Source: an optimization exercise on an open RTL-to-GDS flow (aim: small area, a short achievable clock period and few clock cycles per item). Production flows keep margins and buffers that such runs may drop. Only simulation tests tie the RTL to the original design; equivalence was not proved.

// sha256_stream_hasher
module sha256_stream_hasher (
  input  wire         clk,
  input  wire         rst_n,
  input  wire         in_tvalid,
  output logic        in_tready,
  input  wire  [7:0]  in_tdata,
  input  wire  [1:0]  in_tuser,
  output logic        out_tvalid,
  input  wire         out_tready,
  output logic [31:0] out_tdata,
  output logic [4:0]  out_tuser,
  output logic        out_tlast
);
==> flow/config.mk <==
export PLATFORM = sky130hd
export DESIGN_NAME = sha256_stream_hasher
export DESIGN_NICKNAME = sha256_stream_hasher
export VERILOG_FILES = /design/flow/design.v
export SDC_FILE = /design/flow/constraint.sdc
export NUM_CORES = 4
export LEC_CHECK = 0
export ABC_AREA = 1
export CAP_MARGIN = 20
export CORE_MARGIN = 2
export CORE_UTILIZATION = 40
export PLACE_DENSITY = 0.6
export SLEW_MARGIN = 20
==> flow/constraint.sdc <==
create_clock -name core_clock -period 11.0 [get_ports {clk}]
set_input_delay 2.2000 -clock core_clock [delete_from_list [all_inputs] [get_ports {clk}]]
set_output_delay 2.2000 -clock core_clock [all_outputs]
set_load 0.01 [all_outputs]
run.sh (not shown) runs the stock make flow with config.mk's settings and CLKGATE_MAP_FILE= SYNTH_SCRIPT=/design/flow/synth_recipe.tcl, a recipe that flattens the netlist after the stock synthesis.
Testbench counts at the start, summed over its fixed seeds: cycles 73,756, bytes 62,512.
Rerun with:
--- a/flow/design.v
+++ b/flow/design.v
@@ -75,23 +75,23 @@
   logic        run_r;
   logic        ff_r;
   logic [5:0]  rnd_r;
   logic        eng_first;
   logic        eng_last;
   logic [1:0]  pend_r;
   logic        h_hold;
   logic [2:0]  idx_r;
   logic        err_pend;
   logic [1:0]  err_stat;
   logic start;
-  logic ring_en;
+  assign start = ib_full && !h_hold && ((!run_r && !ff_r && ib_first) || (ff_r && !eng_last));
   logic ib_space;
   logic out_idle;
   logic at_limit;
   assign ib_space = !ib_full || start;
   assign out_idle = (pend_r == 2'd0) && !err_pend;
   assign at_limit = &len_r;
   logic s_take;        
   logic shift_en;      
   logic [7:0] sh_byte;
   logic do_absorb, do_err, do_fin, do_rep, do_restart;
   always_comb begin
@@ -208,25 +208,27 @@
         ib_full  <= 1'b1;
         ib_first <= msg_first;
         ib_last  <= pad_shift && !pad_wrap;
       end else if (start) begin
         ib_full <= 1'b0;
       end
     end
   end
   logic [31:0] ha [0:3];
   logic [31:0] he [0:3];
   logic        zmode;       
+  logic        ring_en;
   logic [1:0]  ring_k;      
   logic [31:0] iv_a, iv_e, add_a, add_e;
   logic [31:0] k_r;
+  assign ring_en = (run_r && rnd_r[5:2] == 4'hf && rnd_r[1:0] != 2'd0) || ff_r;
   always_ff @(posedge clk) begin
     ring_k <= (rnd_r == 6'd60) ? 2'd3 : ring_k - 2'd1;
   end
   always_comb begin
     iv_a = sha256_pkg::H_INIT_FLAT[32*(7-ring_k) +: 32];
     iv_e = sha256_pkg::H_INIT_FLAT[32*(3-ring_k) +: 32];
   end
   assign add_a = ((eng_first && !zmode) ? iv_a : ha[3]) + (zmode ? 32'd0 : v_r[0]);
   assign add_e = ((eng_first && !zmode) ? iv_e : he[3]) + (zmode ? 32'd0 : v_r[4]);
   always_ff @(posedge clk) begin
     if (ring_en) begin
@@ -337,64 +339,22 @@
         eng_last  <= 1'b0;
       end else if (run_r) begin
         if (rnd_r == 6'd63) begin
           run_r <= 1'b0;
         end else begin
           rnd_r <= rnd_r + 6'd1;
         end
       end
     end
   end
   logic take;
-  logic ib_full_n, ib_first_n, h_hold_n, run_n, ff_n, eng_last_n;
-  logic [5:0] rnd_n;
-  always_comb begin
-    ib_full_n  = blk_done ? 1'b1 : (start ? 1'b0 : ib_full);
-    ib_first_n = blk_done ? msg_first : ib_first;
-    if (do_rep || (ff_r && eng_last)) begin
-      h_hold_n = 1'b1;
-    end else if (take && !err_pend && idx_r == 3'd7) begin
-      h_hold_n = 1'b0;
-    end else begin
-      h_hold_n = h_hold;
-    end
-    ff_n       = run_r && (rnd_r == 6'd63);
-    run_n      = run_r;
-    rnd_n      = rnd_r;
-    eng_last_n = eng_last;
-    if (start) begin
-      run_n      = 1'b1;
-      rnd_n      = 6'd0;
-      eng_last_n = ib_last;
-    end else if (prep_go) begin
-      run_n      = 1'b1;
-      rnd_n      = 6'd61;
-      eng_last_n = 1'b0;
-    end else if (run_r) begin
-      if (rnd_r == 6'd63) begin
-        run_n = 1'b0;
-      end else begin
-        rnd_n = rnd_r + 6'd1;
-      end
-    end
-  end
-  always_ff @(posedge clk) begin
-    if (!rst_n) begin
-      start   <= 1'b0;
-      ring_en <= 1'b0;
-    end else begin
-      start   <= ib_full_n && !h_hold_n
-                 && ((!run_n && !ff_n && ib_first_n) || (ff_n && !eng_last_n));
-      ring_en <= (run_n && rnd_n[5:2] == 4'hf && rnd_n[1:0] != 2'd0) || ff_n;
-    end
-  end
   assign out_tvalid = err_pend || h_hold;
   assign take       = out_tvalid && out_tready;
   assign out_tdata  = err_pend ? 32'd0 : (idx_r[2] ? he[idx_r[1:0]] : ha[idx_r[1:0]]);
   assign out_tuser  = err_pend ? {err_stat, 3'd0} : {sha256_pkg::STAT_DIGEST, idx_r};
   assign out_tlast  = err_pend || (idx_r == 3'd7);
   always_ff @(posedge clk) begin
     if (!rst_n) begin
       pend_r   <= '0;
       h_hold   <= 1'b0;
       idx_r    <= '0;
       err_pend <= 1'b0;
After rerunning: Wire length decreases slightly. Cell area decreases slightly. Worst hold slack gains 0.031 ns. Global-route usage barely changes. Via count decreases slightly. Setup slack loses 0.40 ns. Utilization is about the same. Die area decreases slightly. Count of clock-buffer cells in the layout increases by 3. Synthesized area decreases slightly. Sequential cell count decreases by 2. First-iteration DRC count increases by a few percent. Non-clock buffer count decreases by 1.
Testbench counts after the change, summed over its fixed seeds: cycles 73,756, bytes 62,512.


pine:
sha256_stream_hasher, a different RTL version from the one above (not shown whole).
Size in the first run: roughly 11,000 cells after synthesis, roughly 1,700 flip-flops, about 82,000 um2 of cells after synthesis.
## sha256_stream_hasher
module sha256_stream_hasher (
  input  wire         clk,
  input  wire         rst_n,
  input  wire         in_tvalid,
  output logic        in_tready,
  input  wire  [7:0]  in_tdata,
  input  wire  [1:0]  in_tuser,
  output logic        out_tvalid,
  input  wire         out_tready,
  output logic [31:0] out_tdata,
  output logic [4:0]  out_tuser,
  output logic        out_tlast
);
  function automatic logic [31:0] bsig0(input logic [31:0] x);
    bsig0 = {x[1:0], x[31:2]} ^ {x[12:0], x[31:13]} ^ {x[21:0], x[31:22]};
  endfunction
  function automatic logic [31:0] bsig1(input logic [31:0] x);
    bsig1 = {x[5:0], x[31:6]} ^ {x[10:0], x[31:11]} ^ {x[24:0], x[31:25]};
  endfunction
  function automatic logic [31:0] ssig0(input logic [31:0] x);
    ssig0 = {x[6:0], x[31:7]} ^ {x[17:0], x[31:18]} ^ {3'b000, x[31:3]};
  endfunction
  function automatic logic [31:0] ssig1(input logic [31:0] x);
    ssig1 = {x[16:0], x[31:17]} ^ {x[18:0], x[31:19]} ^ {10'd0, x[31:10]};
  endfunction
  logic        s_valid;
  logic [1:0]  s_mode;
  logic [7:0]  s_data;
  logic [15:0] len_r;
  logic        done_r;
  logic        msg_first;
  logic [5:0]  fill_r;
  logic        pad_active;
  logic        pad_wrap;
  logic [511:0] ib_r;
  logic        ib_full;
  logic        ib_first;
  logic        ib_last;
  logic [31:0] w_r [0:15];
  logic [31:0] v_r [0:7];
  logic [31:0] p_r;
  logic        run_r;
  logic        ff_r;
  logic [5:0]  rnd_r;
  logic        eng_first;
  logic        eng_last;
  logic [1:0]  pend_r;
  logic        h_hold;
  logic [2:0]  idx_r;
  logic        err_pend;
  logic [1:0]  err_stat;
  logic start;
  logic ring_en;
  logic ib_space;
  logic out_idle;
  logic at_limit;
  assign ib_space = !ib_full || start;
  assign out_idle = (pend_r == 2'd0) && !err_pend;
  assign at_limit = &len_r;
  logic s_take;        
  logic shift_en;      
  logic [7:0] sh_byte;
  logic do_absorb, do_err, do_fin, do_rep, do_restart;
  always_comb begin
    do_absorb  = 1'b0;
  ...
Settings: LEC_CHECK=0, ABC_AREA=1, CAP_MARGIN=20, CORE_MARGIN=2, CORE_UTILIZATION=40, CTS_CLUSTER_DIAMETER=60, CTS_CLUSTER_SIZE=24, PLACE_DENSITY=0.6, SLEW_MARGIN=20; clock period 11.0 ns.
standard.sh (not shown) runs the stock make flow with config.mk's settings and CLKGATE_MAP_FILE= SYNTH_SCRIPT=/design/flow/synth_recipe.tcl, a recipe that flattens the netlist after the stock synthesis.
==> flow/flow/run.sh <==
#!/bin/bash
set -euo pipefail
bash standard.sh ADDER_MAP_FILE= "BUFFER_PORTS_ARGS=-buffer_cell sky130_fd_sc_hd__buf_2" \
  SETUP_SLACK_MARGIN=7.5 finish > standard_flow.log 2>&1
Testbench counts of pine, summed over its fixed seeds: cycles 73,764, bytes 62,512.
#### Input delta (maple over pine)
--- a/flow/design.v
+++ b/flow/design.v
@@ -76,14 +76,15 @@
   logic        ff_r;
   logic [5:0]  rnd_r;
   logic        eng_first;
   logic        eng_last;
   logic [1:0]  pend_r;
   logic        h_hold;
   logic [2:0]  idx_r;
+  logic [7:0]  idx_oh;      
   logic        err_pend;
   logic [1:0]  err_stat;
   logic start;
   logic ring_en;
   logic ib_space;
   logic out_idle;
   logic at_limit;
@@ -266,21 +267,21 @@
       for (int i = 1; i < 4; i++) begin
         ha[i] <= ha[i-1];
         he[i] <= he[i-1];
       end
     end
   end
   logic [31:0] k_nxt;
+  logic [5:0]  kidx_a, kidx_b;
   always_comb begin
     if (start) begin
       k_nxt = sha256_pkg::K_ROUND_FLAT[32*62 +: 32];
-    end else if (run_r && rnd_r != 6'd63) begin
-      k_nxt = sha256_pkg::K_ROUND_FLAT[{~(rnd_r + 6'd2), 5'b00000} +: 32];
     end else begin
-      k_nxt = sha256_pkg::K_ROUND_FLAT[32*63 +: 32];
+      k_nxt = {sha256_pkg::K_ROUND_FLAT[{kidx_b, 5'b10000} +: 16],
+               sha256_pkg::K_ROUND_FLAT[{~kidx_a, 5'b00000} +: 16]};
     end
   end
   logic [31:0] a_new, e_new, s1, ch, s0, mj;
   assign s1 = bsig1(v_r[4]);
   assign ch = (v_r[4] & v_r[5]) ^ (~v_r[4] & v_r[6]);
   assign s0 = bsig0(v_r[0]);
   assign mj = (v_r[0] & v_r[1]) ^ (v_r[0] & v_r[2]) ^ (v_r[1] & v_r[2]);
@@ -405,14 +406,18 @@
         run_n = 1'b0;
       end else begin
         rnd_n = rnd_r + 6'd1;
       end
     end
   end
   always_ff @(posedge clk) begin
+    kidx_a <= (run_n && rnd_n != 6'd63) ? rnd_n + 6'd2 : 6'd0;
+    kidx_b <= ~((run_n && rnd_n != 6'd63) ? rnd_n + 6'd2 : 6'd0);
+  end
+  always_ff @(posedge clk) begin
     if (!rst_n) begin
       start   <= 1'b0;
       ring_en <= 1'b0;
     end else begin
       start   <= ib_full_n && !h_hold_n
                  && ((!run_n && !ff_n && ib_first_n) || (ff_n && !eng_last_n));
       ring_en <= (run_n && rnd_n[5:2] == 4'hf && rnd_n[1:0] != 2'd0) || ff_n;
@@ -432,37 +437,46 @@
   always_ff @(posedge clk) begin
     if (!rst_n) begin
       o_valid <= 1'b0;
     end else if (out_free) begin
       o_valid <= err_pend || h_hold;
     end
   end
+  logic [31:0] dig_word;
+  always_comb begin
+    dig_word = 32'd0;
+    for (int i = 0; i < 4; i++) begin
+      dig_word = dig_word | ({32{idx_oh[i]}} & ha[i]) | ({32{idx_oh[i+4]}} & he[i]);
+    end
+  end
   always_ff @(posedge clk) begin
     if (take) begin
-      o_data <= err_pend ? 32'd0 : (idx_r[2] ? he[idx_r[1:0]] : ha[idx_r[1:0]]);
+      o_data <= err_pend ? 32'd0 : dig_word;
       o_user <= err_pend ? {err_stat, 3'd0} : {sha256_pkg::STAT_DIGEST, idx_r};
       o_last <= err_pend || (idx_r == 3'd7);
     end
   end
   always_ff @(posedge clk) begin
     if (!rst_n) begin
       pend_r   <= '0;
       h_hold   <= 1'b0;
       idx_r    <= '0;
+      idx_oh   <= 8'd1;
       err_pend <= 1'b0;
       err_stat <= sha256_pkg::STAT_AFTER_FINISH;
     end else begin
       if (do_err) begin
         err_pend <= 1'b1;
         err_stat <= done_r ? sha256_pkg::STAT_AFTER_FINISH : sha256_pkg::STAT_TOO_LONG;
       end else if (take && err_pend) begin
         err_pend <= 1'b0;
       end
       if (take && !err_pend) begin
-        idx_r <= idx_r + 3'd1;
+        idx_r  <= idx_r + 3'd1;
+        idx_oh <= {idx_oh[6:0], idx_oh[7]};
       end
       if (do_rep || (ff_r && eng_last)) begin
         h_hold <= 1'b1;
       end else if (take && !err_pend && idx_r == 3'd7) begin
         h_hold <= 1'b0;
       end
       pend_r <= pend_r + {1'b0, do_fin || do_rep}
In summary, maple completed successfully, with a layout that passed the timing, design-rule and antenna checks.
Diff pine -> maple: layout clock buffer count rose about 7%.
Re synthesized net count: pine and maple aren't equal, and the higher value belongs to pine.
From pine to maple the numbers moved as follows: layout overhead on the synthesized area roughly the same; area taken by flip-flops and latches increased by 0.92% relative to the old numbers; wire length went down about 3.4%; average cell area after synthesis went up 0.098 um2.
Re clock sink count: pine was lower than maple.
In maple, the time the worst path needs with I/O delays and setup came out 0.055 ns below the value in pine.
Testbench counts of maple, summed over its fixed seeds: cycles 73,764, bytes 62,512.

## port drivers added, routing unchanged
How much do the figures lean on ideal ports? The routed layouts below were timed once more, with nothing changed but the port constraints. Step 1, drivers: a clkbuf_16 drives clk and a buf_2 each remaining input, both assumed. Step 2 moves the port delays by t, midway between the first and last clock arrival at a register: inputs arrive t later, outputs are due t later. That takes back most of the time a late clock gives input paths. a / b / c = ideal / step 1 / step 2; a / b = the first two.
run	shift t [ns]	setup WS [ns]	worst hold slack (ns)	cell pins on the clock port's net
the first run of note 1	0.903	4.824 / 4.731 / 5.134	0.378 / 0.378 / 0.378	1
the second run of note 1	0.923	4.428 / 4.346 / 5.023	0.409 / 0.409 / 0.409	1
pine	0.920	7.376 / 7.285 / 6.990	0.404 / 0.404 / 0.404	1
maple	0.912	7.431 / 7.341 / 6.879	0.394 / 0.394 / 0.394	1
After both steps setup and hold are still met in every run listed. The setup slack of maple, which loses most, moves by -0.090 ns with the drivers and by -0.552 ns with both steps.
